This is an optimization exercise on Yosys and OpenROAD, whose aim is small area and a short achievable clock period, not a production implementation. The RTL was checked by simulation tests, not by an equivalence proof against the original design. Power is estimated from default activity; no workload was simulated.

==> trial 37 <==
==> flow/design.v <==
package sdramPkg;
    typedef logic [21:0] wordAddrT;
    typedef logic [15:0] dataT;      
    typedef logic [7:0]  lengthT;    
    typedef logic [6:0]  countT;     
    localparam logic [2:0] cmdNop         = 3'b111;
    localparam logic [2:0] cmdActive      = 3'b011;
    localparam logic [2:0] cmdRead        = 3'b101;
    localparam logic [2:0] cmdWrite       = 3'b100;
    localparam logic [2:0] cmdBurstTerm   = 3'b110;
    localparam logic [2:0] cmdPrecharge   = 3'b010;
    localparam logic [2:0] cmdAutoRefresh = 3'b001;
    localparam logic [2:0] cmdLoadMode    = 3'b000;
    localparam logic [11:0] modeWord = 12'b00_0_00_010_0_111;
endpackage
`timescale 1ns/10ps
module burstFifo
(
    input  logic  CLK,
    input  logic  RESET_N,
    input  logic  clear,       
    input  logic  push,
    input  sdramPkg::dataT  pushData,
    input  logic  pop,
    output sdramPkg::dataT  headData,    
    output sdramPkg::countT count,
    output logic  full,
    output logic  empty
);
    logic [63:0][15:0] mem;
    logic [5:0]  wrPtr;
    logic [5:0]  rdPtrN;      
    logic        doPush;
    logic        doPop;
    logic [63:0] wrSel;
    logic [63:0] rdSel;
    sdramPkg::dataT nextWord;
    assign doPush = push && !full;     
    assign doPop  = pop && !empty;     
    always_ff @(posedge CLK or negedge RESET_N)
    begin
        if (!RESET_N)
        begin
            wrPtr  <= '0;
            rdPtrN <= 6'd1;
            count  <= '0;
            full   <= 1'b0;
            empty  <= 1'b1;
        end
        else if (clear)
        begin
            wrPtr  <= '0;
            rdPtrN <= 6'd1;
            count  <= '0;
            full   <= 1'b0;
            empty  <= 1'b1;
        end
        else
        begin
            if (doPush)
                wrPtr <= wrPtr + 1'b1;
            if (doPop)
                rdPtrN <= rdPtrN + 1'b1;
            case ({doPush, doPop})
                2'b10:   count <= count + 1'b1;
                2'b01:   count <= count - 1'b1;
                default: count <= count;
            endcase
            full  <= (count == 7'd64 && !doPop) || (count == 7'd63 && doPush && !doPop);
            empty <= (count == 7'd0 && !doPush) || (count == 7'd1 && doPop && !doPush);
        end
    end
    always_comb
    begin
        for (int i = 0; i < 64; i++)
        begin
            wrSel[i] = (wrPtr == 6'(i));
            rdSel[i] = (rdPtrN == 6'(i));
        end
    end
    always_ff @(posedge CLK)
    begin
        for (int i = 0; i < 64; i++)
            if (doPush && wrSel[i])
                mem[i] <= pushData;
    end
    always_comb
    begin
        nextWord = '0;
        for (int i = 0; i < 64; i++)
            nextWord = nextWord | (mem[i] & {16{rdSel[i]}});
    end
    always_ff @(posedge CLK)
    begin
        if ((count == 7'd0) || (count == 7'd1 && doPop))
            headData <= pushData;
        else if (doPop)
            headData <= nextWord;
    end
endmodule
`timescale 1ns/10ps
module burstScheduler
(
    input  logic     CLK,
    input  logic     RESET_N,
    input  logic     wrLoad,
    input  sdramPkg::wordAddrT wrStartAddr,
    input  sdramPkg::wordAddrT wrMaxAddr,
    input  sdramPkg::lengthT   wrLength,
    input  logic     rdLoad,
    input  sdramPkg::wordAddrT rdStartAddr,
    input  sdramPkg::wordAddrT rdMaxAddr,
    input  sdramPkg::lengthT   rdLength,
    input  sdramPkg::countT    wrCount,
    input  sdramPkg::countT    rdCount,
    output logic     holding,
    output logic     burstWrite,
    output sdramPkg::wordAddrT burstAddr,    
    output logic [5:0]         burstLenM1,   
    input  logic     burstDone
);
    sdramPkg::wordAddrT wrOfs;        
    sdramPkg::wordAddrT rdOfs;        
    logic     wrStale;      
    logic     rdStale;
    logic     wrReady;
    logic     rdReady;
    logic     request;
    sdramPkg::wordAddrT burstStart;   
    sdramPkg::wordAddrT burstOfs;     
    sdramPkg::wordAddrT sStart;
    sdramPkg::wordAddrT sMax;
    logic [22:0]        lastOfs;     
    logic [22:0]        csaSum;      
    logic [23:0]        csaCarry;
    logic               cmpCarry;    
    logic               endCarry;    
    logic               pastMax;
    sdramPkg::wordAddrT advOfs;
    function automatic logic carryOut(input logic [31:0] a, input logic [31:0] b);
        logic [31:0] g;
        logic [31:0] p;
        g = a & b;
        p = a | b;
        for (int l = 0; l < 5; l++)
            for (int i = 0; i < 32; i++)
                if ((i % (2 << l)) == (2 << l) - 1)
                begin
                    g[i] = g[i] | (p[i] & g[i - (1 << l)]);
                    p[i] = p[i] & p[i - (1 << l)];
                end
        carryOut = g[31];
    endfunction
    assign wrReady = (wrLength != '0) && ({1'b0, wrCount} >= wrLength);    
    assign rdReady = (rdLength != '0) && (rdLength <= (8'd64 - {1'b0, rdCount}));    
    assign request = !holding && !wrLoad && !rdLoad && (wrReady || rdReady);
    always_comb
    begin
        sStart  = burstWrite ? wrStartAddr : rdStartAddr;
        sMax    = burstWrite ? wrMaxAddr : rdMaxAddr;
        lastOfs = 23'(burstOfs) + 23'({burstLenM1, 1'b1});
        for (int i = 0; i < 23; i++)
        begin
            logic s, k, n;
            s = (i < 22) ? sStart[i % 22] : 1'b0;
            k = lastOfs[i];
            n = (i < 22) ? !sMax[i % 22] : 1'b1;
            csaSum[i]       = s ^ k ^ n;
            csaCarry[i + 1] = (s & k) | (s & n) | (k & n);
        end
        csaCarry[0] = 1'b0;
        cmpCarry = carryOut({csaSum, 9'd0}, {csaCarry[22:0], 9'd0});
        endCarry = carryOut({sStart, 10'd0}, {lastOfs[21:0], 10'd0});
        pastMax  = lastOfs[22] ? (!endCarry || cmpCarry) : cmpCarry;
        advOfs   = pastMax ? '0 : burstOfs + 22'(burstLenM1) + 22'd1;
    end
    assign burstAddr = burstStart + burstOfs;
    always_ff @(posedge CLK or negedge RESET_N)
    begin
        if (!RESET_N)
        begin
            wrOfs      <= '0;
            rdOfs      <= '0;
            holding    <= 1'b0;
            burstWrite <= 1'b0;
            wrStale    <= 1'b0;
            rdStale    <= 1'b0;
        end
        else
        begin
            if (request)
            begin
                holding    <= 1'b1;
                burstWrite <= wrReady;
            end
            if (burstDone)
                holding <= 1'b0;
            if (wrLoad)
            begin
                wrOfs   <= '0;
                wrStale <= holding && burstWrite && !burstDone;
            end
            else if (burstDone && burstWrite)
            begin
                wrOfs   <= wrStale ? '0 : advOfs;
                wrStale <= 1'b0;
            end
            if (rdLoad)
            begin
                rdOfs   <= '0;
                rdStale <= holding && !burstWrite && !burstDone;
            end
            else if (burstDone && !burstWrite)
            begin
                rdOfs   <= rdStale ? '0 : advOfs;
                rdStale <= 1'b0;
            end
        end
    end
    always_ff @(posedge CLK)
    begin
        if (!holding)
        begin
            burstStart <= wrReady ? wrStartAddr : rdStartAddr;
            burstOfs   <= wrReady ? wrOfs : rdOfs;
            burstLenM1 <= wrReady ? 6'(wrLength - 8'd1) : 6'(rdLength - 8'd1);
        end
    end
endmodule
`timescale 1ns/10ps
module sdramSequencer
(
    input  logic        CLK,
    input  logic        RESET_N,
    input  logic        holding,
    input  logic        burstWrite,
    input  sdramPkg::wordAddrT    burstAddr,
    input  logic [5:0]  burstLenM1,
    output logic        burstDone,
    output logic        wrPop,
    output logic        rdPush,
    output sdramPkg::dataT        rdPushData,
    output logic [11:0] sdrAddr,
    output logic [1:0]  sdrBank,
    output logic        sdrCsN,
    output logic        sdrCke,
    output logic        sdrRasN,
    output logic        sdrCasN,
    output logic        sdrWeN,
    output logic [1:0]  sdrDqm,
    output logic        sdrDqOe,
    input  sdramPkg::dataT        sdrDqIn
);
    typedef enum logic [2:0] {
        stInit,
        stIdle,
        stRefresh,
        stActivate,
        stData,
        stTerminate,
        stPrecharge
    } seqStateT;
    seqStateT    state;
    logic [2:0]  cmd;
    logic [5:0]  cnt;           
    logic [8:0]  tmr;           
    logic        refPending;
    logic        dataNext;      
    logic        dqmHigh;
    logic        dqOe;
    logic        rdWin2;        
    logic        rdWin3;
    assign {sdrRasN, sdrCasN, sdrWeN} = cmd;
    assign sdrDqm   = {2{dqmHigh}};
    assign sdrDqOe  = dqOe;
    assign wrPop    = dqOe;
    assign dataNext = ((state == stActivate) && (cnt == 6'd0)) || ((state == stData) && (cnt != 6'd0));
    always_ff @(posedge CLK or negedge RESET_N)
    begin
        if (!RESET_N)
        begin
            state      <= stInit;
            cmd        <= sdramPkg::cmdNop;
            cnt        <= '0;
            tmr        <= '0;
            refPending <= 1'b0;
            sdrCke     <= 1'b0;
            sdrCsN     <= 1'b1;    
            sdrAddr    <= '0;
            sdrBank    <= '0;
            dqmHigh    <= 1'b1;
            dqOe       <= 1'b0;
            rdWin2     <= 1'b0;
            rdWin3     <= 1'b0;
            rdPush     <= 1'b0;
            burstDone  <= 1'b0;
        end
        else
        begin
            sdrCke    <= 1'b1;
            cmd       <= sdramPkg::cmdNop;      
            burstDone <= 1'b0;
            dqmHigh   <= !dataNext;
            dqOe      <= dataNext && burstWrite;
            rdWin2    <= !dqmHigh && !burstWrite;
            rdWin3    <= rdWin2;
            rdPush    <= rdWin3;
            cnt       <= cnt - 6'd1;
            case (state)
                stInit:
                begin
                    tmr <= tmr + 9'd1;
                    if (tmr == 9'd99)
                    begin
                        sdrCsN  <= 1'b0;
                        cmd     <= sdramPkg::cmdPrecharge;
                        sdrAddr <= 12'h400;    
                    end
                    else if ((tmr == 9'd101) || (tmr == 9'd108))
                        cmd <= sdramPkg::cmdAutoRefresh;
                    else if (tmr == 9'd115)
                    begin
                        cmd     <= sdramPkg::cmdLoadMode;
                        sdrAddr <= sdramPkg::modeWord;
                        sdrBank <= '0;
                    end
                    else if (tmr == 9'd117)
                    begin
                        state <= stIdle;
                        tmr   <= '0;
                    end
                end
                stIdle:
                begin
                    if (refPending)    
                    begin
                        cmd        <= sdramPkg::cmdAutoRefresh;
                        refPending <= 1'b0;
                        cnt        <= 6'd6;
                        state      <= stRefresh;
                    end
                    else if (holding && !burstDone)
                    begin
                        cmd      <= sdramPkg::cmdActive;
                        sdrBank  <= burstAddr[21:20];
                        sdrAddr  <= burstAddr[19:8];    
                        cnt      <= 6'd1;
                        state    <= stActivate;
                    end
                end
                stRefresh:
                begin
                    if (cnt == 6'd0)
                        state <= stIdle;
                end
                stActivate:
                begin
                    if (cnt == 6'd0)
                    begin
                        cmd     <= burstWrite ? sdramPkg::cmdWrite : sdramPkg::cmdRead;
                        sdrAddr <= {4'b0000, burstAddr[7:0]};    
                        cnt     <= burstLenM1;
                        state   <= stData;
                    end
                end
                stData:
                begin
                    if (cnt == 6'd0)
                    begin
                        cmd   <= sdramPkg::cmdBurstTerm;    
                        cnt   <= burstWrite ? 6'd0 : 6'd1;
                        state <= stTerminate;
                    end
                end
                stTerminate:
                begin
                    if (cnt == 6'd0)
                    begin
                        cmd     <= sdramPkg::cmdPrecharge;
                        sdrAddr <= 12'h400;
                        cnt     <= 6'd1;
                        state   <= stPrecharge;
                    end
                end
                stPrecharge:
                begin
                    if (cnt == 6'd0)
                    begin
                        burstDone <= 1'b1;
                        state     <= stIdle;
                    end
                end
                default: state <= stIdle;
            endcase
            if (state != stInit)
            begin
                if (tmr == 9'd389)
                begin
                    tmr        <= '0;
                    refPending <= 1'b1;
                end
                else
                    tmr <= tmr + 9'd1;
            end
        end
    end
    always_ff @(posedge CLK)
    begin
        rdPushData <= sdrDqIn;
    end
endmodule
`timescale 1ns/10ps
module sdramCtrlTop
(
    input  logic        CLK,
    input  logic        RESET_N,
    input  sdramPkg::dataT        wrData,
    input  logic        wrValid,
    output logic        wrFull,
    input  logic        wrLoad,         
    input  sdramPkg::wordAddrT    wrStartAddr,
    input  sdramPkg::wordAddrT    wrMaxAddr,
    input  sdramPkg::lengthT      wrLength,
    output sdramPkg::dataT        rdData,
    input  logic        rdPop,
    output logic        rdEmpty,
    input  logic        rdLoad,
    input  sdramPkg::wordAddrT    rdStartAddr,
    input  sdramPkg::wordAddrT    rdMaxAddr,
    input  sdramPkg::lengthT      rdLength,
    output logic [11:0] sdrAddr,
    output logic [1:0]  sdrBank,
    output logic        sdrCsN,
    output logic        sdrCke,
    output logic        sdrRasN,
    output logic        sdrCasN,
    output logic        sdrWeN,
    output logic [1:0]  sdrDqm,
    output sdramPkg::dataT        sdrDqOut,
    output logic        sdrDqOe,
    input  sdramPkg::dataT        sdrDqIn
);
    sdramPkg::countT    wrCount;
    sdramPkg::countT    rdCount;
    logic     wrPop;
    logic     rdPush;
    sdramPkg::dataT     rdPushData;
    logic     holding;
    logic     burstWrite;
    sdramPkg::wordAddrT burstAddr;
    logic [5:0]         burstLenM1;
    logic     burstDone;
    burstFifo wrFifo (
        .CLK      (CLK),
        .RESET_N  (RESET_N),
        .clear    (wrLoad),
        .push     (wrValid),
        .pushData (wrData),
        .pop      (wrPop),
        .headData (sdrDqOut),
        .count    (wrCount),
        .full     (wrFull),
        .empty    ()
    );
    burstFifo rdFifo (
        .CLK      (CLK),
        .RESET_N  (RESET_N),
        .clear    (rdLoad),
        .push     (rdPush),
        .pushData (rdPushData),
        .pop      (rdPop),
        .headData (rdData),
        .count    (rdCount),
        .full     (),
        .empty    (rdEmpty)
    );
    burstScheduler scheduler (
        .CLK         (CLK),
        .RESET_N     (RESET_N),
        .wrLoad      (wrLoad),
        .wrStartAddr (wrStartAddr),
        .wrMaxAddr   (wrMaxAddr),
        .wrLength    (wrLength),
        .rdLoad      (rdLoad),
        .rdStartAddr (rdStartAddr),
        .rdMaxAddr   (rdMaxAddr),
        .rdLength    (rdLength),
        .wrCount     (wrCount),
        .rdCount     (rdCount),
        .holding     (holding),
        .burstWrite  (burstWrite),
        .burstAddr   (burstAddr),
        .burstLenM1  (burstLenM1),
        .burstDone   (burstDone)
    );
    sdramSequencer sequencer (
        .CLK        (CLK),
        .RESET_N    (RESET_N),
        .holding    (holding),
        .burstWrite (burstWrite),
        .burstAddr  (burstAddr),
        .burstLenM1 (burstLenM1),
        .burstDone  (burstDone),
        .wrPop      (wrPop),
        .rdPush     (rdPush),
        .rdPushData (rdPushData),
        .sdrAddr    (sdrAddr),
        .sdrBank    (sdrBank),
        .sdrCsN     (sdrCsN),
        .sdrCke     (sdrCke),
        .sdrRasN    (sdrRasN),
        .sdrCasN    (sdrCasN),
        .sdrWeN     (sdrWeN),
        .sdrDqm     (sdrDqm),
        .sdrDqOe    (sdrDqOe),
        .sdrDqIn    (sdrDqIn)
    );
endmodule
==> flow/run.sh <==
#!/bin/bash
# synth_recipe.tcl (not shown) runs the flow's synth.tcl, then flattens the netlist and writes it again
# the make line also repeats each setting of config.mk as NAME=value (left out here)
make -C /OpenROAD-flow-scripts/flow DESIGN_CONFIG=/design/flow/config.mk WORK_HOME=/design/flow/orfs CLKGATE_MAP_FILE= SYNTH_SCRIPT=/design/flow/synth_recipe.tcl finish
==> flow/config.mk <==
export PLATFORM = sky130hd
export DESIGN_NAME = sdramCtrlTop
export DESIGN_NICKNAME = sdramCtrlTop
export VERILOG_FILES = /design/flow/design.v
export SDC_FILE = /design/flow/constraint.sdc
export NUM_CORES = 4
export LEC_CHECK = 0
export CAP_MARGIN = 20
export CORE_MARGIN = 2
export CORE_UTILIZATION = 40
export SLEW_MARGIN = 20
==> flow/constraint.sdc <==
create_clock -name core_clock -period 10.0 [get_ports {CLK}]
set_input_delay 2.0000 -clock core_clock [delete_from_list [all_inputs] [get_ports {CLK}]]
set_output_delay 2.0000 -clock core_clock [all_outputs]
set_load 0.01 [all_outputs]
==> build 8 (differences from trial 37) <==
--- a/flow/design.v
+++ b/flow/design.v
@@ -30,29 +30,35 @@
     logic [63:0][15:0] mem;
     logic [5:0]  wrPtr;
-    logic [5:0]  rdPtrN;      
+    logic [5:0]  rdPtrX;      
+    logic [5:0]  rdPtrN;
+    logic        fullR;
+    logic        notEmpty;
     logic        doPush;
     logic        doPop;
-    logic [63:0] wrSel;
+    logic [63:0] wrSlot;      
+    logic [63:0] wrEn;
     logic [63:0] rdSel;
+    logic        headTake;    
     sdramPkg::dataT nextWord;
-    assign doPush = push && !full;     
-    assign doPop  = pop && !empty;     
+    assign doPush = push && !fullR;       
+    assign doPop  = pop && notEmpty;      
+    assign rdPtrN = rdPtrX ^ 6'd1;
     always_ff @(posedge CLK or negedge RESET_N)
     begin
         if (!RESET_N)
         begin
-            wrPtr  <= '0;
-            rdPtrN <= 6'd1;
-            count  <= '0;
-            full   <= 1'b0;
-            empty  <= 1'b1;
+            wrPtr    <= '0;
+            rdPtrX   <= '0;
+            count    <= '0;
+            fullR    <= 1'b0;
+            notEmpty <= 1'b0;
         end
         else if (clear)
         begin
-            wrPtr  <= '0;
-            rdPtrN <= 6'd1;
-            count  <= '0;
-            full   <= 1'b0;
-            empty  <= 1'b1;
+            wrPtr    <= '0;
+            rdPtrX   <= '0;
+            count    <= '0;
+            fullR    <= 1'b0;
+            notEmpty <= 1'b0;
         end
         else
@@ -61,5 +67,5 @@
                 wrPtr <= wrPtr + 1'b1;
             if (doPop)
-                rdPtrN <= rdPtrN + 1'b1;
+                rdPtrX <= (rdPtrN + 1'b1) ^ 6'd1;
             case ({doPush, doPop})
                 2'b10:   count <= count + 1'b1;
@@ -67,14 +73,31 @@
                 default: count <= count;
             endcase
-            full  <= (count == 7'd64 && !doPop) || (count == 7'd63 && doPush && !doPop);
-            empty <= (count == 7'd0 && !doPush) || (count == 7'd1 && doPop && !doPush);
+            fullR    <= (count == 7'd64 && !doPop) || (count == 7'd63 && doPush && !doPop);
+            notEmpty <= !((count == 7'd0 && !doPush) || (count == 7'd1 && doPop && !doPush));
         end
     end
+    always_ff @(posedge CLK or negedge RESET_N)
+    begin
+        if (!RESET_N)
+            full <= 1'b0;
+        else
+            full <= !clear && !doPop && (count[6] || (count == 7'd63 && doPush));
+    end
+    logic emptyOutN;
+    always_ff @(posedge CLK or negedge RESET_N)
+    begin
+        if (!RESET_N)
+            emptyOutN <= 1'b0;
+        else
+            emptyOutN <= !clear && (doPush || (count > 7'd1) || (count[0] && !doPop));
+    end
+    assign empty = !emptyOutN;
     always_comb
     begin
         for (int i = 0; i < 64; i++)
         begin
-            wrSel[i] = (wrPtr == 6'(i));
-            rdSel[i] = (rdPtrN == 6'(i));
+            wrSlot[i] = (wrPtr == 6'(i)) && !fullR;
+            wrEn[i]   = push && wrSlot[i];
+            rdSel[i]  = (rdPtrN == 6'(i));
         end
     end
@@ -82,5 +105,5 @@
     begin
         for (int i = 0; i < 64; i++)
-            if (doPush && wrSel[i])
+            if (wrEn[i])
                 mem[i] <= pushData;
     end
@@ -91,7 +114,8 @@
             nextWord = nextWord | (mem[i] & {16{rdSel[i]}});
     end
+    assign headTake = (count == 7'd0) || (count == 7'd1 && doPop);
     always_ff @(posedge CLK)
     begin
-        if ((count == 7'd0) || (count == 7'd1 && doPop))
+        if (headTake)
             headData <= pushData;
         else if (doPop)
@@ -132,4 +156,7 @@
     sdramPkg::wordAddrT sMax;
     logic [22:0]        lastOfs;     
+    logic [7:0]         lastLow;
+    logic [6:0]         nextLow;
+    sdramPkg::wordAddrT nextOfs;     
     logic [22:0]        csaSum;      
     logic [23:0]        csaCarry;
@@ -152,4 +179,21 @@
         carryOut = g[31];
     endfunction
+    function automatic logic [15:0] incr15(input logic [14:0] x, input logic cin);
+        logic [15:0] xs;
+        xs = {1'b0, x};
+        for (int i = 0; i < 16; i++)
+            incr15[i] = xs[i] ^ (cin && ((x | ~((15'd1 << i) - 15'd1)) == 15'h7fff));
+    endfunction
+    function automatic logic [15:0] incr16(input logic [15:0] x, input logic cin);
+        for (int i = 0; i < 16; i++)
+            incr16[i] = x[i] ^ (cin && ((x | ~((16'd1 << i) - 16'd1)) == 16'hffff));
+    endfunction
+    assign lastLow = {1'b0, burstOfs[6:0]} + {1'b0, burstLenM1, 1'b1};
+    assign nextLow = {1'b0, burstOfs[5:0]} + {1'b0, burstLenM1} + 7'd1;
+    assign nextOfs = {incr16(burstOfs[21:6], nextLow[6]), nextLow[5:0]};
+    always_ff @(posedge CLK)
+    begin
+        lastOfs <= {incr15(burstOfs[21:7], lastLow[7]), lastLow[6:0]};
+    end
     assign wrReady = (wrLength != '0) && ({1'b0, wrCount} >= wrLength);    
     assign rdReady = (rdLength != '0) && (rdLength <= (8'd64 - {1'b0, rdCount}));    
@@ -159,5 +203,4 @@
         sStart  = burstWrite ? wrStartAddr : rdStartAddr;
         sMax    = burstWrite ? wrMaxAddr : rdMaxAddr;
-        lastOfs = 23'(burstOfs) + 23'({burstLenM1, 1'b1});
         for (int i = 0; i < 23; i++)
         begin
@@ -173,5 +216,5 @@
         endCarry = carryOut({sStart, 10'd0}, {lastOfs[21:0], 10'd0});
         pastMax  = lastOfs[22] ? (!endCarry || cmpCarry) : cmpCarry;
-        advOfs   = pastMax ? '0 : burstOfs + 22'(burstLenM1) + 22'd1;
+        advOfs   = pastMax ? '0 : nextOfs;
     end
     assign burstAddr = burstStart + burstOfs;
@@ -262,17 +305,21 @@
     } seqStateT;
     seqStateT    state;
-    logic [2:0]  cmd;
+    logic [2:0]  cmdN;          
+    logic        csOn;          
     logic [5:0]  cnt;           
     logic [8:0]  tmr;           
     logic        refPending;
     logic        dataNext;      
-    logic        dqmHigh;
-    logic        dqOe;
+    logic        dqmLow;
+    logic        dqOe;          
+    logic        popNext;       
+    logic        rdWin1;
     logic        rdWin2;        
     logic        rdWin3;
-    assign {sdrRasN, sdrCasN, sdrWeN} = cmd;
-    assign sdrDqm   = {2{dqmHigh}};
+    assign {sdrRasN, sdrCasN, sdrWeN} = ~cmdN;
+    assign sdrCsN   = !csOn;
+    assign sdrDqm   = {2{!dqmLow}};
     assign sdrDqOe  = dqOe;
-    assign wrPop    = dqOe;
+    assign wrPop    = popNext;
     assign dataNext = ((state == stActivate) && (cnt == 6'd0)) || ((state == stData) && (cnt != 6'd0));
     always_ff @(posedge CLK or negedge RESET_N)
@@ -281,14 +328,16 @@
         begin
             state      <= stInit;
-            cmd        <= sdramPkg::cmdNop;
+            cmdN       <= ~sdramPkg::cmdNop;
             cnt        <= '0;
             tmr        <= '0;
             refPending <= 1'b0;
             sdrCke     <= 1'b0;
-            sdrCsN     <= 1'b1;    
+            csOn       <= 1'b0;    
             sdrAddr    <= '0;
             sdrBank    <= '0;
-            dqmHigh    <= 1'b1;
+            dqmLow     <= 1'b0;
             dqOe       <= 1'b0;
+            popNext    <= 1'b0;
+            rdWin1     <= 1'b0;
             rdWin2     <= 1'b0;
             rdWin3     <= 1'b0;
@@ -299,9 +348,11 @@
         begin
             sdrCke    <= 1'b1;
-            cmd       <= sdramPkg::cmdNop;      
+            cmdN      <= ~sdramPkg::cmdNop;      
             burstDone <= 1'b0;
-            dqmHigh   <= !dataNext;
-            dqOe      <= dataNext && burstWrite;
-            rdWin2    <= !dqmHigh && !burstWrite;
+            dqmLow    <= dataNext;
+            dqOe      <= burstWrite && (((state == stData) && (cnt != 6'd0)) || ((state == stActivate) && (cnt == 6'd0)));
+            popNext   <= dataNext && burstWrite;
+            rdWin1    <= dataNext && !burstWrite;
+            rdWin2    <= rdWin1;
             rdWin3    <= rdWin2;
             rdPush    <= rdWin3;
@@ -313,13 +364,13 @@
                     if (tmr == 9'd99)
                     begin
-                        sdrCsN  <= 1'b0;
-                        cmd     <= sdramPkg::cmdPrecharge;
+                        csOn    <= 1'b1;
+                        cmdN     <= ~(sdramPkg::cmdPrecharge);
                         sdrAddr <= 12'h400;    
                     end
                     else if ((tmr == 9'd101) || (tmr == 9'd108))
-                        cmd <= sdramPkg::cmdAutoRefresh;
+                        cmdN <= ~(sdramPkg::cmdAutoRefresh);
                     else if (tmr == 9'd115)
                     begin
-                        cmd     <= sdramPkg::cmdLoadMode;
+                        cmdN     <= ~(sdramPkg::cmdLoadMode);
                         sdrAddr <= sdramPkg::modeWord;
                         sdrBank <= '0;
@@ -335,5 +386,5 @@
                     if (refPending)    
                     begin
-                        cmd        <= sdramPkg::cmdAutoRefresh;
+                        cmdN        <= ~(sdramPkg::cmdAutoRefresh);
                         refPending <= 1'b0;
                         cnt        <= 6'd6;
@@ -342,5 +393,5 @@
                     else if (holding && !burstDone)
                     begin
-                        cmd      <= sdramPkg::cmdActive;
+                        cmdN      <= ~(sdramPkg::cmdActive);
                         sdrBank  <= burstAddr[21:20];
                         sdrAddr  <= burstAddr[19:8];    
@@ -358,5 +409,5 @@
                     if (cnt == 6'd0)
                     begin
-                        cmd     <= burstWrite ? sdramPkg::cmdWrite : sdramPkg::cmdRead;
+                        cmdN     <= ~(burstWrite ? sdramPkg::cmdWrite : sdramPkg::cmdRead);
                         sdrAddr <= {4'b0000, burstAddr[7:0]};    
                         cnt     <= burstLenM1;
@@ -368,5 +419,5 @@
                     if (cnt == 6'd0)
                     begin
-                        cmd   <= sdramPkg::cmdBurstTerm;    
+                        cmdN   <= ~(sdramPkg::cmdBurstTerm);    
                         cnt   <= burstWrite ? 6'd0 : 6'd1;
                         state <= stTerminate;
@@ -377,5 +428,5 @@
                     if (cnt == 6'd0)
                     begin
-                        cmd     <= sdramPkg::cmdPrecharge;
+                        cmdN     <= ~(sdramPkg::cmdPrecharge);
                         sdrAddr <= 12'h400;
                         cnt     <= 6'd1;
==> flow/flow/run.sh (new file) <==
#!/bin/bash
# The standard layout (standard.sh: the standard synthesis, then ORFS from floorplan to
# finish) with two changes to how the layout is made, not to what is measured:
#  - repair_timing aims for more setup slack than the 10 ns constraint needs (SETUP_SLACK_MARGIN),
#    so the resizer keeps working on the paths that set the achieved period;
#  - the port buffers that buffer_ports inserts are buf_2 cells instead of delay buffers.
# The SDC (clock period, I/O delays, loads) is the standard flow's constraint.sdc, unchanged.
# ORFS writes each step's full log under orfs/logs; make's own output goes to standard.log.
export SETUP_SLACK_MARGIN=${FLOW_SETUP_MARGIN:-6.5}
export BUFFER_PORTS_ARGS="-buffer_cell sky130_fd_sc_hd__buf_2"
bash standard.sh > standard.log 2>&1
==> flow/standard.sh (new file) <==
#!/bin/bash
# synth_recipe.tcl (not shown) runs the flow's synth.tcl, then flattens the netlist and writes it again
# the make line also repeats each setting of config.mk as NAME=value (left out here)
make -C /OpenROAD-flow-scripts/flow DESIGN_CONFIG=/design/flow/config.mk WORK_HOME=/design/flow/orfs CLKGATE_MAP_FILE= SYNTH_SCRIPT=/design/flow/synth_recipe.tcl "${@:-finish}"
removed: flow/run.sh
==> comparison <==
Trial 37 finished with timing, DRC and antenna clean. Build 8 ran to the end with no violations.
In build 8 the sequential cell count is higher than in trial 37, by 26.
Final cell count: build 8 is higher than trial 37 (about 6%).
Between build 8 and trial 37, the lower design area is in trial 37 (gap 2.7%, measured against trial 37).
In trial 37 the routed wire length is smaller than in build 8, by 2.7%.
Between build 8 and trial 37, the lower maximum frequency is in trial 37 (gap about 40%, measured against trial 37).
Between build 8 and trial 37, the lower total power is in trial 37 (gap 7.3%, measured against trial 37).
Global-route usage: trial 37 is lower than build 8 (0.067 points).
Area after synthesis: build 8 is larger than trial 37 (about 1.7%).
First-iteration DRC count: build 8 is larger than trial 37 (9.5%).
Against build 8, the clock power of trial 37 is lower by about 0.9%.
Against build 8, the die area of trial 37 is smaller by about 1.7%.

-- what the ideal ports hide --
How much do the figures lean on ideal ports? The routed layouts below were timed once more, with nothing changed but the port constraints.
Step 1 assumes that a clkbuf_16 drives the clock port and a buf_2 every other input.
Step 2 adds t to the input delays and takes it off the output delays; t is the mean of the earliest and latest rising clock arrival at the registers after step 1. Input paths then give back, and output paths get back, about the clock's delay inside the block.
a / b / c = ideal ports / drivers / drivers and shift; a / b = the first two.
run | t (ns) | slack for setup (ns) | worst setup path after step 2 | worst register clock-pin slew, ns
trial 37 | 0.969 | 4.471 / 4.471 / 3.855 | input to register | 0.07 / 0.07
build 8 | 0.976 | 5.991 / 6.047 / 5.071 | input to register | 0.07 / 0.07
After both steps setup and hold are still met in every run listed. The setup slack of build 8, which loses most, moves by +0.056 ns with the drivers and by -0.920 ns with both steps.
